Context: an optimization exercise on an open-source flow, tuned for small area and few clock cycles per item. The choices shown serve that exercise and are no tape-out recipe. Function was not checked in any run shown here: the RTL went through the layout flow alone.

==> run.sh <==
#!/bin/bash
# synth_recipe.tcl (not shown) runs the flow's synth.tcl, then flattens the netlist and writes it again
# the make line also repeats each setting of config.mk as NAME=value (left out here)
make -C /OpenROAD-flow-scripts/flow DESIGN_CONFIG=/design/flow/config.mk WORK_HOME=/design/flow/orfs CLKGATE_MAP_FILE= SYNTH_SCRIPT=/design/flow/synth_recipe.tcl finish
==> config.mk <==
export PLATFORM = sky130hd
export DESIGN_NAME = multi_slot_stopwatch
export DESIGN_NICKNAME = multi_slot_stopwatch
export VERILOG_FILES = /design/flow/design.v
export SDC_FILE = /design/flow/constraint.sdc
export NUM_CORES = 4
export LEC_CHECK = 0
export CAP_MARGIN = 20
export CORE_MARGIN = 2
export CORE_UTILIZATION = 40
export SLEW_MARGIN = 20
==> constraint.sdc <==
create_clock -name core_clock -period 8.5 [get_ports {clk}]
set_input_delay 1.7000 -clock core_clock [delete_from_list [all_inputs] [get_ports {clk}]]
set_output_delay 1.7000 -clock core_clock [all_outputs]
set_load 0.01 [all_outputs]
==> design.v <==
`timescale 1ns / 1ps
`default_nettype none
module multi_slot_stopwatch (
	input  wire                 clk,
	input  wire                 arst_n,
	input  wire                 cmd_valid,
	output logic                cmd_stall,
	input  wire  [7:0]          cmd,
	output logic                rsp_valid,
	input  wire                 rsp_stall,
	output logic [70:0]         rsp
);
	localparam logic [3:0] OP_TICK       = 4'd0;
	localparam logic [3:0] OP_START      = 4'd1;
	localparam logic [3:0] OP_STOP       = 4'd2;
	localparam logic [3:0] OP_RESTART    = 4'd3;
	localparam logic [3:0] OP_CLAIM      = 4'd4;
	localparam logic [3:0] OP_CLAIM_FREE = 4'd5;
	localparam logic [3:0] OP_RELEASE    = 4'd6;
	localparam logic [3:0] OP_RESTAMP    = 4'd7;
	localparam logic [3:0] OP_QUERY      = 4'd8;
	localparam logic [10:0] MAX_H  = 11'd1193;
	localparam logic [5:0]  MAX_M  = 6'd2;
	localparam logic [5:0]  MAX_S  = 6'd47;
	localparam logic [9:0]  MAX_MS = 10'd295;
	wire [3:0] op = cmd[7:4];
	wire [3:0] sl = cmd[3:0];
	logic vld_q;
	wire  hold = vld_q && rsp_stall;
	wire  take = cmd_valid && !hold;
	assign cmd_stall = hold;
	assign rsp_valid = vld_q;
	always_ff @(posedge clk or negedge arst_n) begin
		if (!arst_n) begin
			vld_q <= 1'b0;
		end else if (!hold) begin
			vld_q <= cmd_valid;
		end
	end
	logic [9:0]  e_ms;
	logic [5:0]  e_s, e_m;
	logic [10:0] e_h;
	logic        running;
	logic [15:0] busy;
	logic [9:0]  st_ms [16];
	logic [5:0]  st_s  [16];
	logic [5:0]  st_m  [16];
	logic [10:0] st_h  [16];
	logic [15:0] free_oh;
	logic [3:0]  free_idx;
	logic        free_found;
	always_comb begin
		free_oh  = '0;
		free_idx = '0;
		for (int i = 15; i >= 0; i--) begin
			if (!busy[i]) begin
				free_oh     = '0;
				free_oh[i]  = 1'b1;
				free_idx    = 4'(i);
			end
		end
		free_found = !(&busy);
	end
	logic [15:0] sl_oh;
	always_comb begin
		sl_oh = '0;
		sl_oh[sl] = 1'b1;
	end
	wire is_claim   = op == OP_CLAIM;
	wire is_cfree   = op == OP_CLAIM_FREE;
	wire is_release = op == OP_RELEASE;
	wire is_restamp = op == OP_RESTAMP;
	wire is_query   = op == OP_QUERY;
	wire [15:0] we = {16{take}} &
		(({16{is_claim | is_release | is_restamp}} & sl_oh) | ({16{is_cfree}} & free_oh));
	wire e_zero = (e_ms == '0) && (e_s == '0) && (e_m == '0) && (e_h == '0);
	wire e_max  = (e_ms == MAX_MS) && (e_s == MAX_S) && (e_m == MAX_M) && (e_h == MAX_H);
	always_ff @(posedge clk or negedge arst_n) begin
		if (!arst_n) begin
			e_ms    <= '0;
			e_s     <= '0;
			e_m     <= '0;
			e_h     <= '0;
			running <= 1'b0;
			busy    <= '0;
		end else if (take) begin
			case (op)
				OP_TICK: begin
					if (running) begin
						if (e_max) begin
							e_ms <= '0;
							e_s  <= '0;
							e_m  <= '0;
							e_h  <= '0;
						end else if (e_ms != 10'd999) begin
							e_ms <= e_ms + 10'd1;
						end else begin
							e_ms <= '0;
							if (e_s != 6'd59) begin
								e_s <= e_s + 6'd1;
							end else begin
								e_s <= '0;
								if (e_m != 6'd59) begin
									e_m <= e_m + 6'd1;
								end else begin
									e_m <= '0;
									e_h <= e_h + 11'd1;
								end
							end
						end
					end
				end
				OP_START, OP_STOP: begin
					e_ms    <= '0;
					e_s     <= '0;
					e_m     <= '0;
					e_h     <= '0;
					running <= op == OP_START;
				end
				OP_RESTART: begin
					if (e_zero) begin
						running <= 1'b1;
					end
				end
				OP_CLAIM: busy[sl] <= 1'b1;
				OP_CLAIM_FREE: busy <= busy | free_oh;
				OP_RELEASE: busy[sl] <= 1'b0;
				default: begin
				end
			endcase
		end
	end
	always_ff @(posedge clk) begin
		for (int i = 0; i < 16; i++) begin
			if (we[i]) begin
				st_ms[i] <= e_ms;
				st_s[i]  <= e_s;
				st_m[i]  <= e_m;
				st_h[i]  <= e_h;
			end
		end
	end
	wire [15:0] qsel = {16{is_query}} & busy & sl_oh;
	wire        qb   = |qsel;
	logic [32:0] s_cat;
	always_comb begin
		s_cat = {33{!qb}} & {e_h, e_m, e_s, e_ms};
		for (int i = 0; i < 16; i++) begin
			s_cat = s_cat | ({33{qsel[i]}} & {st_h[i], st_m[i], st_s[i], st_ms[i]});
		end
	end
	wire [9:0]  s_ms = s_cat[9:0];
	wire [5:0]  s_s  = s_cat[15:10];
	wire [5:0]  s_m  = s_cat[21:16];
	wire [10:0] s_h  = s_cat[32:22];
	wire wrap = {e_h, e_m, e_s, e_ms} < s_cat;
	wire signed [11:0] d_ms = $signed({2'b0, e_ms}) - $signed({2'b0, s_ms});
	wire signed [7:0]  d_s  = $signed({2'b0, e_s})  - $signed({2'b0, s_s});
	wire signed [7:0]  d_m  = $signed({2'b0, e_m})  - $signed({2'b0, s_m});
	wire signed [12:0] d_h  = $signed({2'b0, e_h})  - $signed({2'b0, s_h});
	logic [3:0] slot_out;
	logic       status;
	logic       slot_busy;
	wire        busy_sl = |(busy & sl_oh);
	always_comb begin
		slot_out  = '0;
		status    = 1'b0;
		slot_busy = 1'b0;
		case (op)
			OP_CLAIM: begin
				slot_out  = sl;
				slot_busy = 1'b1;
			end
			OP_CLAIM_FREE: begin
				slot_out  = free_found ? free_idx : 4'd0;
				slot_busy = free_found;
				status    = !free_found;
			end
			OP_RELEASE: slot_out = sl;
			OP_RESTAMP, OP_QUERY: begin
				slot_out  = sl;
				slot_busy = busy_sl;
			end
			default: begin
			end
		endcase
	end
	logic [3:0]         r_slot;
	logic               r_status;
	logic               r_busy;
	logic               r_wrap;
	logic signed [11:0] r_dms;
	logic signed [7:0]  r_ds, r_dm;
	logic signed [12:0] r_dh;
	always_ff @(posedge clk) begin
		if (!hold) begin
			r_slot   <= slot_out;
			r_status <= status;
			r_busy   <= slot_busy;
			r_wrap   <= wrap;
			r_dms    <= d_ms;
			r_ds     <= d_s;
			r_dm     <= d_m;
			r_dh     <= d_h;
		end
	end
	logic signed [11:0] x0;
	logic signed [7:0]  x1, x2;
	logic signed [12:0] x3;
	logic [9:0]  o_ms;
	logic [5:0]  o_s, o_m;
	logic [10:0] o_h;
	always_comb begin
		x0 = r_dms + (r_wrap ? 12'sd296 : 12'sd0);
		if (x0 < 0) begin
			o_ms = 10'(x0 + 12'sd1000);
			x1   = r_ds + (r_wrap ? 8'sd47 : 8'sd0) - 8'sd1;
		end else if (x0 >= 12'sd1000) begin
			o_ms = 10'(x0 - 12'sd1000);
			x1   = r_ds + (r_wrap ? 8'sd47 : 8'sd0) + 8'sd1;
		end else begin
			o_ms = 10'(x0);
			x1   = r_ds + (r_wrap ? 8'sd47 : 8'sd0);
		end
		if (x1 < 0) begin
			o_s = 6'(x1 + 8'sd60);
			x2  = r_dm + (r_wrap ? 8'sd2 : 8'sd0) - 8'sd1;
		end else if (x1 >= 8'sd60) begin
			o_s = 6'(x1 - 8'sd60);
			x2  = r_dm + (r_wrap ? 8'sd2 : 8'sd0) + 8'sd1;
		end else begin
			o_s = 6'(x1);
			x2  = r_dm + (r_wrap ? 8'sd2 : 8'sd0);
		end
		if (x2 < 0) begin
			o_m = 6'(x2 + 8'sd60);
			x3  = r_dh + (r_wrap ? 13'sd1193 : 13'sd0) - 13'sd1;
		end else if (x2 >= 8'sd60) begin
			o_m = 6'(x2 - 8'sd60);
			x3  = r_dh + (r_wrap ? 13'sd1193 : 13'sd0) + 13'sd1;
		end else begin
			o_m = 6'(x2);
			x3  = r_dh + (r_wrap ? 13'sd1193 : 13'sd0);
		end
		o_h = 11'(x3);
	end
	wire [17:0] a_hm  = 18'(r_dh) * 18'd60 + 18'(r_dm);
	wire [23:0] a_hms = 24'(signed'(a_hm)) * 24'd60 + 24'(r_ds);
	wire [31:0] a_w   = 32'(signed'(a_hms));
	wire [31:0] delta = (a_w << 10) - (a_w << 5) + (a_w << 3) + 32'(r_dms);
	assign rsp = {r_slot, r_status, r_busy, delta, o_h, o_m, o_s, o_ms};
endmodule
`default_nettype wire
==> impl_results.md, run 1 <==
* Outcome: finished with violations
* Layout Check Fails: negative setup slack
* Vias in the first global route at ~26k
* Main synth FF type: edfxtp_1
* Top cells by count, synth: edfxtp_1, inv_1, ha_1, a22oi_1, nor2_1
* Async S/R FF share, synth at 0.08186
* Synth Area in Simple Gates at 0.09652
* Drt drc at 0
* Largest stage delay on the critical path at 0.57 ns
* Layout cell share with drive strength beyond 1 at 0.2565
* Antenna Violating Nets Remaining at 0
* Period utilisation layout at 1.473
* First drt pass iteration count at 10
* Final Hold Viols at 0
* Gr ovfl total at 0
* Sequential area share after synthesis at 0.5354
* Final Core Density at 0.5081
* Post-synthesis xor/xnor area fraction at 0.04650
* Cell taking the most area after synthesis: edfxtp_1
* Crit Path Category: flip-flop to primary output
* R2R cell count at 20
* Crit path required time at 6.80 ns
* Initial DRC Count at about 2.8k
* Initial antenna violation count at 1
* CTS HTree Levels at 2
* Sink Count at approximately 620
* Max cap viols at 0
* Post-DP HPWL at approximately 64,000 microns
* Register Area at roughly 0.018 sq mm
* Post-synthesis compound-gate area fraction at 0.1448
* CTS Buffer Depth at 3
* Site Rows at about 110
* Die width at between 200 and 300 microns
* Routability cong. at slightly below 0.9
* Worst-Margin Slew at between 1 and 1.5 ns
* Post-synth net total at 3,184
* CP Max Fanout at 4
* Gate count after technology mapping at 2,868
* Critical Path AT at roughly 11 ns
* Minimum clock period at between 10 and 15 ns
* Flop2flop setup slack at roughly 3.4 ns
* Cts hold-fix bufs at 0
* Max Fclk at between 70 and 80 MHz
* Chip height at 297.5 microns
* Total Wirelength at approximately 100,000 microns
* DR WL/cell at around 22 microns
* Area of the multi-input gates at roughly 0.016 sq mm
* IO Count at 85
* IO Port Bufs at 84
* Crit. End Element: primary output
* Nature of the critical path startpoint: flip-flop
* Inserted Diodes at 0
* Clock tree from TritonCTS: done
* Main area contributors after synthesis: edfxtp_1, ha_1, fa_1, dfrtp_1, a22oi_1
* Starting Density at 0.4042
* Netlist cell types at between 80 and 90
* Largest net degree at the start of global routing at 52
* Hold Crit Depth at 2
* Synth warn at 5
* Clock Latency Late Sink at about 0.63 ns
* Final Max Slew Viols at 0
* Worst Skew at between 0.015 and 0.02 ns
* Core footprint at ~0.085 sq mm
* CTS Buf Count at 57
* Mean Syn Cell Area at approximately 12 sq um
* Area Growth Syn to Fin at 25.70%
* Worst hold path class: flip-flop to flip-flop
* Adder-cell share of the synthesized area at 0.1317
* Critical path's slowest cell: fa_1
* Largest family of logic cells by synthesized area: compound AO/OA/AOI/OAI gates
* First-pass GRT wire length at between 150,000 and 200,000 microns
* Relative slew slack at 0.3019
* Number of flops mapped to enable cells by yosys at 572
* Cell area after synthesis at about 0.034 sq mm
* Vias/cell at around 5.7
* Count leader, synth: edfxtp_1
* CTS root buffer: clkbuf_16
* Post-synth top area share at 0.4983
* RR Endpoint: r_wrap
* Clock slew at reported path FFs at approximately 0.06 ns
* Nets at between 3k and 4k
* Setup ws final at -4.023 ns
* Global Route Usage Sum at 0.2212
* Mux cell area share after synthesis at 0.002142
* Final setup violation count at 21
* #FFs+latches synth at between 600 and 700
* FILL cells at around 7.3k
* Vias at around 26k
* RSZ-0062 raised after global routing: yes
* Die ar. at between 0.08 and 0.09 sq mm
* Setup WS pre-CTS at -3.943 ns
-- layout by cell type, fill, tap and decap left out, types with 36 or more instances in the layout --
master and count:
buf_4 411, dfrtp_1 51, nand3_1 87, a22oi_1 166, a222oi_1 66, xnor2_1 94, a21oi_1 92, clkdlybuf4s50_1 46
edfxtp_1 572, nor2_1 107, inv_1 246, inv_2 41, fa_1 96, ha_1 163, nand2_1 145, xor2_1 51
nand4_1 66, a211oi_1 36, clkbuf_16 58, ha_4 36, o21ai_0 84
-- cells by family after synthesis --
family                   count (synthesis)
XOR/XNOR                               183
AO/OA/AOI/OAI                          699
buffers and inverters                  382
flip-flops                             623
multiplexers                             7
adder cells (fa/ha/maj)                304
AND/OR/NAND/NOR                        670
-- layer usage --
metal,up-vias,track usage,wire length [microns]
met2,987,0.3961,51540
met1,12930,0.2825,39950
met4,2,0.06205,2900
met5,-,0,12
li1,11740,-,-
met3,184,0.02425,6535
-- cell type report --
| type | count | share of cell area |
|---|---|---|
| Sequential cell | 623 | 0.4259 |
| Multi-Input combinational cell | 1863 | 0.3774 |
| Timing Repair Buffer | 520 | 0.09515 |
| Clock buffer | 66 | 0.03442 |
| Tap cell | 1144 | 0.03304 |
| Inverter | 288 | 0.02501 |
| Clock inverter | 40 | 0.009125 |
-- state kept, by name, indices dropped and copies added (netlist names), 10 cells and up, named ones only --
register / count
r_dms: 11
e_ms: 10
st_h: 176
r_dh: 12
st_s: 96
st_m: 96
st_ms: 160
e_h: 11
-- stage by stage --
step	std cells	hold WS, ns	area (sq um)	TNS (ns)
3_3_place_gp	4381	0.5385	39800	-50.39
4_1_cts	4526	0.5832	42710	-52.85
3_5_place_dp	4381	0.5719	39800	-52.57
2_1_floorplan	2868	0.5067	34900	-28.98
5_1_grt	4544	0.6113	43330	-61.01
6_report	4544	0.5857	43330	-51.39
-- repair_timing --
item	CTS	global route
buffers inserted	40	17
pin swaps	106	79
setup endpoints to repair	38	39
cloned	0	1
resized for setup	262	111
-- worst max path at each step --
stage / from / to / slack (ns) / cells after the start
after floorplan: r_dh[2] / rsp[64] / -3.05 / 49
after CTS: r_dh[1] / rsp[64] / -4.15 / 53
after global routing: r_dh[1] / rsp[64] / -4.55 / 51
final: r_dh[1] / rsp[63] / -4.02 / 51
after global placement: r_dh[1] / rsp[64] / -3.81 / 47
after detailed placement: r_dh[1] / rsp[64] / -3.94 / 43
-- worst max-delay path: cells and delay by family, from the launching register on --
kind                       cells  cell delay (ns)
DFF                            1             0.44
adders and majority gates     11             4.45
xor gates and xnor gates       6             0.83
and+or+nand+nor                9             1.18
buffers and inverters         13             1.37
AOI/OAI and AO/OA             12             1.92
==> run 2: changes to the inputs <==
--- a/design.v
+++ b/design.v
@@ -156,6 +156,38 @@
 	wire wrap = {e_h, e_m, e_s, e_ms} < s_cat;
-	wire signed [11:0] d_ms = $signed({2'b0, e_ms}) - $signed({2'b0, s_ms});
-	wire signed [7:0]  d_s  = $signed({2'b0, e_s})  - $signed({2'b0, s_s});
-	wire signed [7:0]  d_m  = $signed({2'b0, e_m})  - $signed({2'b0, s_m});
-	wire signed [12:0] d_h  = $signed({2'b0, e_h})  - $signed({2'b0, s_h});
+	wire signed [11:0] b0 = $signed({2'b0, e_ms}) - $signed({2'b0, s_ms}) + (wrap ? 12'sd296 : 18'sd0);
+	wire signed [7:0]  b1 = $signed({2'b0, e_s})  - $signed({2'b0, s_s})  + (wrap ? 8'sd47 : 8'sd0);
+	wire signed [7:0]  b2 = $signed({2'b0, e_m})  - $signed({2'b0, s_m})  + (wrap ? 8'sd2 : 8'sd0);
+	wire signed [12:0] b3 = $signed({2'b0, e_h})  - $signed({2'b0, s_h})  + (wrap ? 13'sd1193 : 13'sd0);
+	function automatic logic [7:0] norm60(input logic signed [7:0] b, input logic signed [7:0] cin);
+		logic signed [7:0] x;
+		begin
+			x = b + cin;
+			if (x < 0) begin
+				norm60 = {2'b10, 6'(x + 8'sd60)};
+			end else if (x >= 8'sd60) begin
+				norm60 = {2'b01, 6'(x - 8'sd60)};
+			end else begin
+				norm60 = {2'b00, 6'(x)};
+			end
+		end
+	endfunction
+	logic [9:0]  o_ms;
+	logic [5:0]  o_s, o_m;
+	logic [10:0] o_h;
+	logic        n0, p0, n1, p1, n2, p2;
+	logic [7:0]  s_dn, s_0, s_up, m_dn, m_0, m_up;
+	always_comb begin
+		n0 = b0 < 0;
+		p0 = b0 >= 12'sd1000;
+		o_ms = n0 ? 10'(b0 + 12'sd1000) : p0 ? 10'(b0 - 12'sd1000) : 10'(b0);
+		s_dn = norm60(b1, -8'sd1);
+		s_0  = norm60(b1, 8'sd0);
+		s_up = norm60(b1, 8'sd1);
+		m_dn = norm60(b2, -8'sd1);
+		m_0  = norm60(b2, 8'sd0);
+		m_up = norm60(b2, 8'sd1);
+		{n1, p1, o_s} = n0 ? s_dn : p0 ? s_up : s_0;
+		{n2, p2, o_m} = n1 ? m_dn : p1 ? m_up : m_0;
+		o_h = n2 ? 11'(b3 - 13'sd1) : p2 ? 11'(b3 + 13'sd1) : 11'(b3);
+	end
 	logic [3:0] slot_out;
@@ -187,9 +219,8 @@
 	end
-	logic [3:0]         r_slot;
-	logic               r_status;
-	logic               r_busy;
-	logic               r_wrap;
-	logic signed [11:0] r_dms;
-	logic signed [7:0]  r_ds, r_dm;
-	logic signed [12:0] r_dh;
+	logic [3:0]  r_slot;
+	logic        r_status;
+	logic        r_busy;
+	logic [9:0]  r_ms;
+	logic [5:0]  r_s, r_m;
+	logic [10:0] r_h;
 	always_ff @(posedge clk) begin
@@ -199,54 +230,13 @@
 			r_busy   <= slot_busy;
-			r_wrap   <= wrap;
-			r_dms    <= d_ms;
-			r_ds     <= d_s;
-			r_dm     <= d_m;
-			r_dh     <= d_h;
-		end
-	end
-	logic signed [11:0] x0;
-	logic signed [7:0]  x1, x2;
-	logic signed [12:0] x3;
-	logic [9:0]  o_ms;
-	logic [5:0]  o_s, o_m;
-	logic [10:0] o_h;
-	always_comb begin
-		x0 = r_dms + (r_wrap ? 12'sd296 : 12'sd0);
-		if (x0 < 0) begin
-			o_ms = 10'(x0 + 12'sd1000);
-			x1   = r_ds + (r_wrap ? 8'sd47 : 8'sd0) - 8'sd1;
-		end else if (x0 >= 12'sd1000) begin
-			o_ms = 10'(x0 - 12'sd1000);
-			x1   = r_ds + (r_wrap ? 8'sd47 : 8'sd0) + 8'sd1;
-		end else begin
-			o_ms = 10'(x0);
-			x1   = r_ds + (r_wrap ? 8'sd47 : 8'sd0);
-		end
-		if (x1 < 0) begin
-			o_s = 6'(x1 + 8'sd60);
-			x2  = r_dm + (r_wrap ? 8'sd2 : 8'sd0) - 8'sd1;
-		end else if (x1 >= 8'sd60) begin
-			o_s = 6'(x1 - 8'sd60);
-			x2  = r_dm + (r_wrap ? 8'sd2 : 8'sd0) + 8'sd1;
-		end else begin
-			o_s = 6'(x1);
-			x2  = r_dm + (r_wrap ? 8'sd2 : 8'sd0);
-		end
-		if (x2 < 0) begin
-			o_m = 6'(x2 + 8'sd60);
-			x3  = r_dh + (r_wrap ? 13'sd1193 : 13'sd0) - 13'sd1;
-		end else if (x2 >= 8'sd60) begin
-			o_m = 6'(x2 - 8'sd60);
-			x3  = r_dh + (r_wrap ? 13'sd1193 : 13'sd0) + 13'sd1;
-		end else begin
-			o_m = 6'(x2);
-			x3  = r_dh + (r_wrap ? 13'sd1193 : 13'sd0);
-		end
-		o_h = 11'(x3);
-	end
-	wire [17:0] a_hm  = 18'(r_dh) * 18'd60 + 18'(r_dm);
-	wire [23:0] a_hms = 24'(signed'(a_hm)) * 24'd60 + 24'(r_ds);
-	wire [31:0] a_w   = 32'(signed'(a_hms));
-	wire [31:0] delta = (a_w << 10) - (a_w << 5) + (a_w << 3) + 32'(r_dms);
-	assign rsp = {r_slot, r_status, r_busy, delta, o_h, o_m, o_s, o_ms};
+			r_ms     <= o_ms;
+			r_s      <= o_s;
+			r_m      <= o_m;
+			r_h      <= o_h;
+		end
+	end
+	wire [16:0] t_hm  = {r_h, r_m} - {4'b0, r_h, 2'b0};
+	wire [22:0] t_hms = {t_hm, r_s} - {4'b0, t_hm, 2'b0};
+	wire [31:0] t_w   = 32'(t_hms);
+	wire [31:0] delta = {t_hms[21:0], r_ms} - (t_w << 5) + (t_w << 3);
+	assign rsp = {r_slot, r_status, r_busy, delta, r_h, r_m, r_s, r_ms};
 endmodule
==> run 2 against run 1 <==
Effect of this change:
- the layout still fails its checks (negative setup slack)
- sequential share of layout area about the same
- die area decreased by 6.4%
- register-to-register slack got worse by 2.4 ns
- largest cell class unchanged
==> impl_results.md, run 2 <==
* Vias in the first global route at 25.72k (was 25.79k)
* Gate count after technology mapping at 2,644 (was 2,868)
* Crit. End Element: flip-flop (was primary output)
* Top cells by count, synth: edfxtp_1, nand2_1, ha_1, inv_1, nor2_1 (was edfxtp_1, inv_1, ha_1, a22oi_1, nor2_1)
* CTS root buffer: clkbuf_16 (unchanged)
* Site Rows at 104 (was 107)
* Number of flops mapped to enable cells by yosys at 567 (was 572)
* Main area contributors after synthesis: edfxtp_1, ha_1, dfrtp_1, a22oi_1, xnor2_1 (was edfxtp_1, ha_1, fa_1, dfrtp_1, a22oi_1)
* Largest reg by FF count: st_h (unchanged)
* Routability cong. at 0.9135 (was 0.8645)
* Minimum clock period at 8.880 ns (was 12.52 ns)
* CP Buf/Inv Count at 31 (was 13)
* Largest register FFs at 176 (unchanged)
* Antenna Violating Nets Remaining at 0 (unchanged)
* Worst-Margin Slew at 0.9916 ns (was 1.047 ns)
* First-pass GRT wire length at 155,900 microns (was 152,800 microns)
* CTS Buf Count at 61 (was 57)
* Sink Count at 618 (was 623)
* Layout Check Fails: negative setup slack (unchanged)
* Nets at 3,528 (was 3,669)
* Largest registers: st_h (176), st_ms (160) (unchanged)
* Async S/R FF share, synth at 0.08252 (was 0.08186)
* Hold_ws at 0.6046 ns (was 0.5857 ns)
* Area Growth Syn to Fin at 33.11% (was 25.70%)
* Post-DP HPWL at 71,280 microns (was 63,740 microns)
* Total Wirelength at 104,600 microns (was 100,900 microns)
* Netlist cell types at 101 (was 87)
* Setup ws final at -0.3803 ns (was -4.023 ns)
* Inserted Diodes at 0 (unchanged)
* Worst Skew at 0.04979 ns (was 0.01687 ns)
* Crit path required time at 9.03 ns (was 6.80 ns)
* CP Max Fanout at 7 (was 4)
* Initial antenna violation count at 1 (unchanged)
* Outcome: finished with violations (unchanged)
* Worst hold path class: flip-flop to flip-flop (unchanged)
* Core footprint at 0.08016 sq mm (was 0.08528 sq mm)
* Cell area after synthesis at 0.03225 sq mm (was 0.03447 sq mm)
* CP dominant cell by count: buf_4
* Final setup violation count at 21 (unchanged)
* Commonest non-fill, non-tap cell in the layout: buf_4 (was edfxtp_1)
* Cts hold-fix bufs at 0 (unchanged)
* Count leader, synth: edfxtp_1 (unchanged)
* FILL cells at 6,875 (was 7,311)
* First drt pass iteration count at 10 (unchanged)
* Initial DRC Count at 2,294 (was 2,756)
* Mean Syn Cell Area at 12.20 sq um (was 12.02 sq um)
* Critical path's slowest cell: clkdlybuf4s50_1 (was fa_1)
* Area of the multi-input gates at 0.01459 sq mm (was 0.01635 sq mm)
* Clock slew at reported path FFs at 0.06 ns (about the same)
* Die ar. at 0.08291 sq mm (was 0.08853 sq mm)
* Period utilisation layout at 1.045 (was 1.473)
* RSZ-0062 raised after global routing: yes (unchanged)
* Die width at 287.9 microns (was 297.5 microns)
* Post-synth net total at 2,846 (was 3,184)
* Final Hold Viols at 0 (unchanged)
* Starting Density at 0.4023 (was 0.4042)
* Max cap viols at 0 (unchanged)
* IO Port Bufs at 84 (unchanged)
* IO Count at 85 (unchanged)
* Gr ovfl total at 0 (unchanged)
* Main synth FF type: edfxtp_1 (unchanged)
* Synth warn at 5 (unchanged)
* Largest net degree at the start of global routing at 52 (unchanged)
* Critical Path AT at 9.41 ns (was 10.82 ns)
* Relative slew slack at 0.3389 (was 0.3019)
* Post-synth top area share at 0.5280 (was 0.4983)
* Clock tree from TritonCTS: done (unchanged)
* CTS HTree Levels at 2 (unchanged)
* DR WL/cell at 23.58 microns (was 22.21 microns)
* Vias at 25.77k (was 25.84k)
* Setup WS pre-CTS at -1.552 ns (was -3.943 ns)
* Clock Latency Late Sink at 0.67 ns (was 0.63 ns)
* Layout cell share with drive strength beyond 1 at 0.3152 (was 0.2565)
* Most frequent cells in the layout: buf_4, edfxtp_1, nand2_1 (was edfxtp_1, buf_4, inv_1)
* Cell taking the most area after synthesis: edfxtp_1 (unchanged)
* Max Fclk at 112.6 MHz (was 79.85 MHz)
* Final Max Slew Viols at 0 (unchanged)
* Chip height at 287.9 microns (was 297.5 microns)
* Largest stage delay on the critical path at 0.43 ns (was 0.57 ns)
* CTS Buffer Depth at 3 (unchanged)
* Final Core Density at 0.5355 (was 0.5081)
* Crit Path Category: input pin to flip-flop (was flip-flop to primary output)
* Sequential area share after synthesis at 0.5675 (was 0.5354)
* Register Area at 0.01830 sq mm (was 0.01845 sq mm)
* Global Route Usage Sum at 0.2471 (was 0.2212)
* Vias/cell at 5.809 (was 5.687)
* Nature of the critical path startpoint: input pin (was flip-flop)
* Delay-heaviest family, CP: buffers and inverters (was adder cells)
* #FFs+latches synth at 618 (was 623)
* Drt drc at 0 (unchanged)
-- run 2: worst register-to-register path, delay by kind of cell, from the launching register on --
kind | cells | cell delay, ns
compound gates | 11 | 2.08
flops | 1 | 0.49
fa+ha+maj | 1 | 0.27
buf+inv | 29 | 3.77
xor+xnor | 1 | 0.12
simple gates | 5 | 0.67
-- run 2: metal layers --
layer	wire, microns	share of wire	GRT usage	vias up
li1	-	-	-	11680
met2	52570	0.50	0.4333	928
met4	3028	0.029	0.07241	2
met1	42510	0.41	0.3172	12980
met5	13	0.00012	0	-
met3	6461	0.062	0.03510	179
-- run 2: cell type report --
class | instances | area share
clock inverters | 44 | 0.01148
well taps | 1060 | 0.03090
repair buffers | 728 | 0.1410
clock buffers | 69 | 0.03649
multi-input cells | 1759 | 0.3399
flip-flops and latches | 618 | 0.4264
inverters | 158 | 0.01393
-- run 2: cell families after synthesis --
group	Yosys count	share of synthesized area
AO/OA/AOI/OAI	718	0.1647
XOR/XNOR	150	0.04237
adder cells (fa/ha/maj)	190	0.08117
buffers and inverters	267	0.03298
flip-flops	618	0.5675
multiplexers	2	0.0006596
AND/OR/NAND/NOR	699	0.1106
-- run 2: stage by stage --
| step | TNS (ns) | area (sq um) | instances |
|---|---|---|---|
| after floorplan | -8.094 | 32660 | 2644 |
| after global placement | -33.59 | 38750 | 4222 |
| after detailed placement | -38.15 | 38760 | 4223 |
| after CTS | -1.386 | 42210 | 4413 |
| after global routing | -11.58 | 42930 | 4436 |
| final | -5.082 | 42930 | 4436 |
-- run 2: final timing paths --
| kind | startpoint | end | slack (ns) | cells after the start |
|---|---|---|---|---|
| setup reg to reg | flip-flop | r_h[10] | 0.97 | 47 |
| setup / recovery | cmd[7] | r_h[10] | -0.38 | 49 |
| hold reg to reg | e_ms[9] | st_ms[11][9] | 0.60 | 0 |
| max in group asynchronous | arst_n | e_s[1] | 6.75 | 2 |
| min in group asynchronous | arst_n | async pin | 1.20 | 2 |
| hold / removal | e_ms[9] | st_ms[11][9] | 0.60 | 0 |
-- run 2: timing repair --
item                       4_1_cts  5_1_grt
pin swaps                       90      119
resized for setup              198      124
buffers inserted                81       31
gates cloned                     1        0
setup endpoints to repair       39       39
==> run 3: changes to the inputs <==
--- a/design.v
+++ b/design.v
@@ -27,6 +27,7 @@
 	wire [3:0] sl = cmd[3:0];
-	logic vld_q;
-	wire  hold = vld_q && rsp_stall;
-	wire  take = cmd_valid && !hold;
-	assign cmd_stall = hold;
+	logic vld1_q, vld_q;
+	wire  hold  = vld_q && rsp_stall;
+	wire  hold1 = vld1_q && hold;
+	wire  take  = cmd_valid && !hold1;
+	assign cmd_stall = hold1;
 	assign rsp_valid = vld_q;
@@ -34,5 +35,11 @@
 		if (!arst_n) begin
-			vld_q <= 1'b0;
-		end else if (!hold) begin
-			vld_q <= cmd_valid;
+			vld1_q <= 1'b0;
+			vld_q  <= 1'b0;
+		end else begin
+			if (!hold1) begin
+				vld1_q <= cmd_valid;
+			end
+			if (!hold) begin
+				vld_q <= vld1_q;
+			end
 		end
@@ -146,3 +153,3 @@
 	always_comb begin
-		s_cat = {33{!qb}} & {e_h, e_m, e_s, e_ms};
+		s_cat = '0;
 		for (int i = 0; i < 16; i++) begin
@@ -151,11 +158,29 @@
 	end
-	wire [9:0]  s_ms = s_cat[9:0];
-	wire [5:0]  s_s  = s_cat[15:10];
-	wire [5:0]  s_m  = s_cat[21:16];
-	wire [10:0] s_h  = s_cat[32:22];
-	wire wrap = {e_h, e_m, e_s, e_ms} < s_cat;
-	wire signed [11:0] b0 = $signed({2'b0, e_ms}) - $signed({2'b0, s_ms}) + (wrap ? 12'sd296 : 18'sd0);
-	wire signed [7:0]  b1 = $signed({2'b0, e_s})  - $signed({2'b0, s_s})  + (wrap ? 8'sd47 : 8'sd0);
-	wire signed [7:0]  b2 = $signed({2'b0, e_m})  - $signed({2'b0, s_m})  + (wrap ? 8'sd2 : 8'sd0);
-	wire signed [12:0] b3 = $signed({2'b0, e_h})  - $signed({2'b0, s_h})  + (wrap ? 13'sd1193 : 13'sd0);
+	logic [32:0] s_q;
+	logic        qb_q;
+	logic [3:0]  h_slot;
+	logic        h_status;
+	logic        h_busy;
+	always_ff @(posedge clk) begin
+		if (!hold1) begin
+			s_q      <= s_cat;
+			qb_q     <= qb;
+			h_slot   <= slot_out;
+			h_status <= status;
+			h_busy   <= slot_busy;
+		end
+	end
+	wire [9:0]  s_ms = s_q[9:0];
+	wire [5:0]  s_s  = s_q[15:10];
+	wire [5:0]  s_m  = s_q[21:16];
+	wire [10:0] s_h  = s_q[32:22];
+	wire [9:0]  g_ms = {10{qb_q}} & e_ms;
+	wire [5:0]  g_s  = {6{qb_q}}  & e_s;
+	wire [5:0]  g_m  = {6{qb_q}}  & e_m;
+	wire [10:0] g_h  = {11{qb_q}} & e_h;
+	wire wrap = {g_h, g_m, g_s, g_ms} < s_q;
+	wire signed [11:0] b0 = $signed({2'b0, g_ms}) - $signed({2'b0, s_ms}) + (wrap ? 12'sd296 : 12'sd0);
+	wire signed [7:0]  b1 = $signed({2'b0, g_s})  - $signed({2'b0, s_s})  + (wrap ? 8'sd47 : 8'sd0);
+	wire signed [7:0]  b2 = $signed({2'b0, g_m})  - $signed({2'b0, s_m})  + (wrap ? 8'sd2 : 8'sd0);
+	wire signed [12:0] b3 = $signed({2'b0, g_h})  - $signed({2'b0, s_h})  + (wrap ? 13'sd1193 : 13'sd0);
 	function automatic logic [7:0] norm60(input logic signed [7:0] b, input logic signed [7:0] cin);
@@ -227,5 +252,5 @@
 		if (!hold) begin
-			r_slot   <= slot_out;
-			r_status <= status;
-			r_busy   <= slot_busy;
+			r_slot   <= h_slot;
+			r_status <= h_status;
+			r_busy   <= h_busy;
 			r_ms     <= o_ms;
==> run 3 against run 2 <==
Effect of this change:
- the layout still fails its checks (negative setup slack)
- worst hold slack worse by 0.18 ns
- first-iteration DRC count rose by 21%
- flip-flop and latch count grew 41
- die area up 2.4%
- worst setup slack better by 0.23 ns
- critical endpoint is now rsp[64]
- register-to-register slack got worse by 0.31 ns
- global-route usage shrank 2.2 points
- via count decreased by 8.4%
- final cell count is 9.3% lower
==> impl_results.md, run 3 <==
* Outcome: finished with violations (unchanged)
* Layout Check Fails: negative setup slack (unchanged)
* Routability cong. at 0.8941 (was 0.9135)
* Final Max Slew Viols at 0 (unchanged)
* Final setup violation count at 3 (was 21)
* IO Port Bufs at 84 (unchanged)
* Async S/R FF share, synth at 0.07891 (was 0.08252)
* Count leader, synth: edfxtp_1 (unchanged)
* Mux cell area share after synthesis at 0.002651 (was 0.0006596)
* Worst Skew at 0.04141 ns (was 0.04979 ns)
* CTS Buffer Depth at 3 (unchanged)
* Starting Density at 0.4030 (was 0.4023)
* Final Hold Viols at 0 (unchanged)
* Mean Syn Cell Area at 12.48 sq um (was 12.20 sq um)
* Hold Crit Start: h_busy (was e_ms[9])
* #FFs+latches synth at 659 (was 618)
* Sink Count at 659 (was 618)
* First-pass GRT wire length at 144,900 microns (was 155,900 microns)
* Post-synthesis compound-gate area fraction at 0.1466 (was 0.1647)
* Clock Latency Late Sink at 0.63 ns (was 0.67 ns)
* Largest register FFs at 176 (unchanged)
* Crit. End Element: primary output (was flip-flop)
* Global Route Usage Sum at 0.2246 (was 0.2471)
* Post-DP Area at 0.03637 sq mm (was 0.03876 sq mm)
* Hold Crit Depth at 0 (unchanged)
* Largest stage delay on the critical path at 0.53 ns (was 0.43 ns)
* Relative slew slack at 0.3285 (was 0.3389)
* Commonest non-fill, non-tap cell in the layout: edfxtp_1 (was buf_4)
* Crit path required time at 6.80 ns (was 9.03 ns)
* First drt pass iteration count at 5 (was 10)
* Vias at 23.61k (was 25.77k)
* Antenna Violating Nets Remaining at 0 (unchanged)
* Initial antenna violation count at 0 (was 1)
* Critical Path AT at 6.95 ns (was 9.41 ns)
* Synth Area in Simple Gates at 0.1051 (was 0.1106)
* Gr ovfl total at 0 (unchanged)
* CTS Buf Count at 69 (was 61)
* Period utilisation layout at 1.017 (was 1.045)
* Netlist cell types at 90 (was 101)
* Area Growth Syn to Fin at 18.50% (was 33.11%)
* Initial DRC Count at 2,785 (was 2,294)
* Layout cell share with drive strength beyond 1 at 0.1453 (was 0.3152)
* Flop2flop setup slack at 0.66 ns (was 0.97 ns)
* Largest registers: st_h (176), st_ms (160) (unchanged)
* Critical path's slowest cell: fa_1 (was clkdlybuf4s50_1)
* Vias/cell at 5.868 (was 5.809)
* Cell area after synthesis at 0.03304 sq mm (was 0.03225 sq mm)
* Post-synth net total at 2,849 (was 2,846)
* Main synth FF type: edfxtp_1 (unchanged)
* Crit Path Category: flip-flop to primary output (was input pin to flip-flop)
* CP dominant cell by count: a21oi_2 (was buf_4)
* Worst hold path class: flip-flop to flip-flop (unchanged)
* R2R cell count at 29 (was 47)
* Max Fclk at 115.6 MHz (was 112.6 MHz)
* Most frequent cells in the layout: edfxtp_1, nand2_1, inv_1 (was buf_4, edfxtp_1, nand2_1)
* Die width at 291.4 microns (was 287.9 microns)
* Cell taking the most area after synthesis: edfxtp_1 (unchanged)
* DR WL/cell at 24.08 microns (was 23.58 microns)
* Core footprint at 0.08198 sq mm (was 0.08016 sq mm)
* Number of flops mapped to enable cells by yosys at 607 (was 567)
* Drt drc at 0 (unchanged)
* Largest family of logic cells by synthesized area: compound AO/OA/AOI/OAI gates (unchanged)
* Minimum clock period at 8.649 ns (was 8.880 ns)
* RR Startpoint: qb_q
* Max cap viols at 0 (unchanged)
* Die ar. at 0.08491 sq mm (was 0.08291 sq mm)
* Sequential area share after synthesis at 0.5911 (was 0.5675)
* Total Wirelength at 96,860 microns (was 104,600 microns)
* Clock slew at reported path FFs at 0.06 ns (about the same)
* Setup ws final at -0.1487 ns (was -0.3803 ns)
* Hold_ws at 0.4257 ns (was 0.6046 ns)
* CTS HTree Levels at 3 (was 2)
* RR Endpoint: r_h[7] (was r_h[10])
* Site Rows at 105 (was 104)
* RSZ-0062 raised after global routing: yes (unchanged)
* CTS root buffer: clkbuf_16 (unchanged)
* Nets at 3,100 (was 3,528)
* Synth warn at 5 (unchanged)
* Largest reg by FF count: st_h (unchanged)
* Post-synthesis xor/xnor area fraction at 0.04280 (was 0.04237)
* Worst-Margin Slew at 1.005 ns (was 0.9916 ns)
* Hold EP: r_busy (was st_ms[11][9])
* Cts hold-fix bufs at 0 (unchanged)
* Vias in the first global route at 23.46k (was 25.72k)
* Final instance area at 0.03915 sq mm (was 0.04293 sq mm)
* FILL cells at 7,212 (was 6,875)
* Nature of the critical path startpoint: flip-flop (was input pin)
* Gate count after technology mapping at 2,647 (was 2,644)
* Adder-cell share of the synthesized area at 0.07923 (was 0.08117)
* Largest net degree at the start of global routing at 53 (was 52)
* Post-synth top area share at 0.5517 (was 0.5280)
* Inserted Diodes at 0 (unchanged)
* CP Max Fanout at 4 (was 7)
* Post-DP HPWL at 59,550 microns (was 71,280 microns)
* Main area contributors after synthesis: edfxtp_1, ha_1, dfrtp_1, xnor2_1, a22oi_1 (was edfxtp_1, ha_1, dfrtp_1, a22oi_1, xnor2_1)
* Clock tree from TritonCTS: done (unchanged)
* IO Count at 85 (unchanged)
* Top cells by count, synth: edfxtp_1, inv_1, nand2_1, ha_1, nor2_1 (was edfxtp_1, nand2_1, ha_1, inv_1, nor2_1)
* Chip height at 291.4 microns (was 287.9 microns)
==> run 3: per-stage QoR <==
stage	TNS, ns	instances	setup slack [ns]	utilization
6_report	-0.2918	4023	-0.1487	0.4776
5_1_grt	-2.533	4023	-0.5427	0.4776
4_1_cts	-0.1610	4017	-0.1022	0.4737
3_5_place_dp	-1.189	3883	-0.4044	0.4437
3_3_place_gp	-0.8338	3882	-0.3297	0.4433
2_1_floorplan	0	2647	0.3632	-
==> run 3: repair_timing <==
action / CTS / global route
resized for setup: 62 / 57
pin swaps: 36 / 38
endpoints found under the setup margin: 10 / 14
gates cloned: 0 / 0
setup buffers: 8 / 6
==> run 3: final cells by class <==
cell class	instances	area, sq um	area share
sequential	659	19530	0.4988
multi-input combinational	1714	13120	0.3350
timing repair buffer	265	2176	0.05558
clock buffer	85	1839	0.04698
tap	1070	1339	0.03420
inverter	189	709.4	0.01812
clock inverter	41	441.7	0.01128
==> run 3: worst max-delay path, delay by kind of cell (launching register included) <==
| kind | cells | cell delay (ns) |
|---|---|---|
| flops | 1 | 0.38 |
| compound gates | 16 | 2.76 |
| xor+xnor | 4 | 0.54 |
| buf+inv | 8 | 0.83 |
| fa+ha+maj | 5 | 1.42 |
| simple gates | 2 | 0.42 |
==> run 3: cells by family after synthesis <==
kind of cell | after synthesis
compound gates | 665
xor+xnor | 159
buf+inv | 274
flops | 659
fa+ha+maj | 190
simple gates | 692
mux | 8
==> run 3: worst max-delay path by stage <==
stage,from,to,cells past startpoint
5_1_grt,r_m[2],rsp[64],34
6_report,r_m[2],rsp[64],35
4_1_cts,r_m[2],rsp[64],33
2_1_floorplan,r_h[1],rsp[64],31
3_5_place_dp,r_h[1],rsp[64],31
3_3_place_gp,r_m[2],rsp[64],33
==> run 3: routing by layer <==
layer / track usage / routed length, microns
met1: 0.2998 / 40150
met4: 0.05670 / 2089
met5: 0 / 0
met2: 0.3815 / 47160
met3: 0.03703 / 7451

## separate check: timing with driven ports
The results above use ideal ports. As a check the final layouts listed here were re-extracted and re-timed, cells and wires unchanged.
Step 1 assumes that a clkbuf_16 drives the clock port and a buf_2 every other input.
Step 2, shift: input delay + t, output delay - t, t = (earliest + latest rising clock arrival at the registers) / 2. This alone moves slack from input paths to output paths.
Slacks: no drivers / after step 1 / after step 2; pairs: no drivers / after step 1.
| run | shift t [ns] | setup slack, ns | hold WS [ns] | cell pins on the clock port's net |
|---|---|---|---|---|
| run 1 | 0.686 | -4.023 / -4.088 / -3.402 | 0.586 / 0.586 / 0.586 | 1 |
| run 2 | 0.705 | -0.380 / -0.343 / -1.048 | 0.605 / 0.605 / 0.605 | 1 |
| run 3 | 0.666 | -0.149 / -0.212 / 0.455 | 0.426 / 0.426 / 0.426 | 1 |
The setup slack of run 2, which loses most, moves by +0.037 ns with the drivers and by -0.668 ns with both steps.
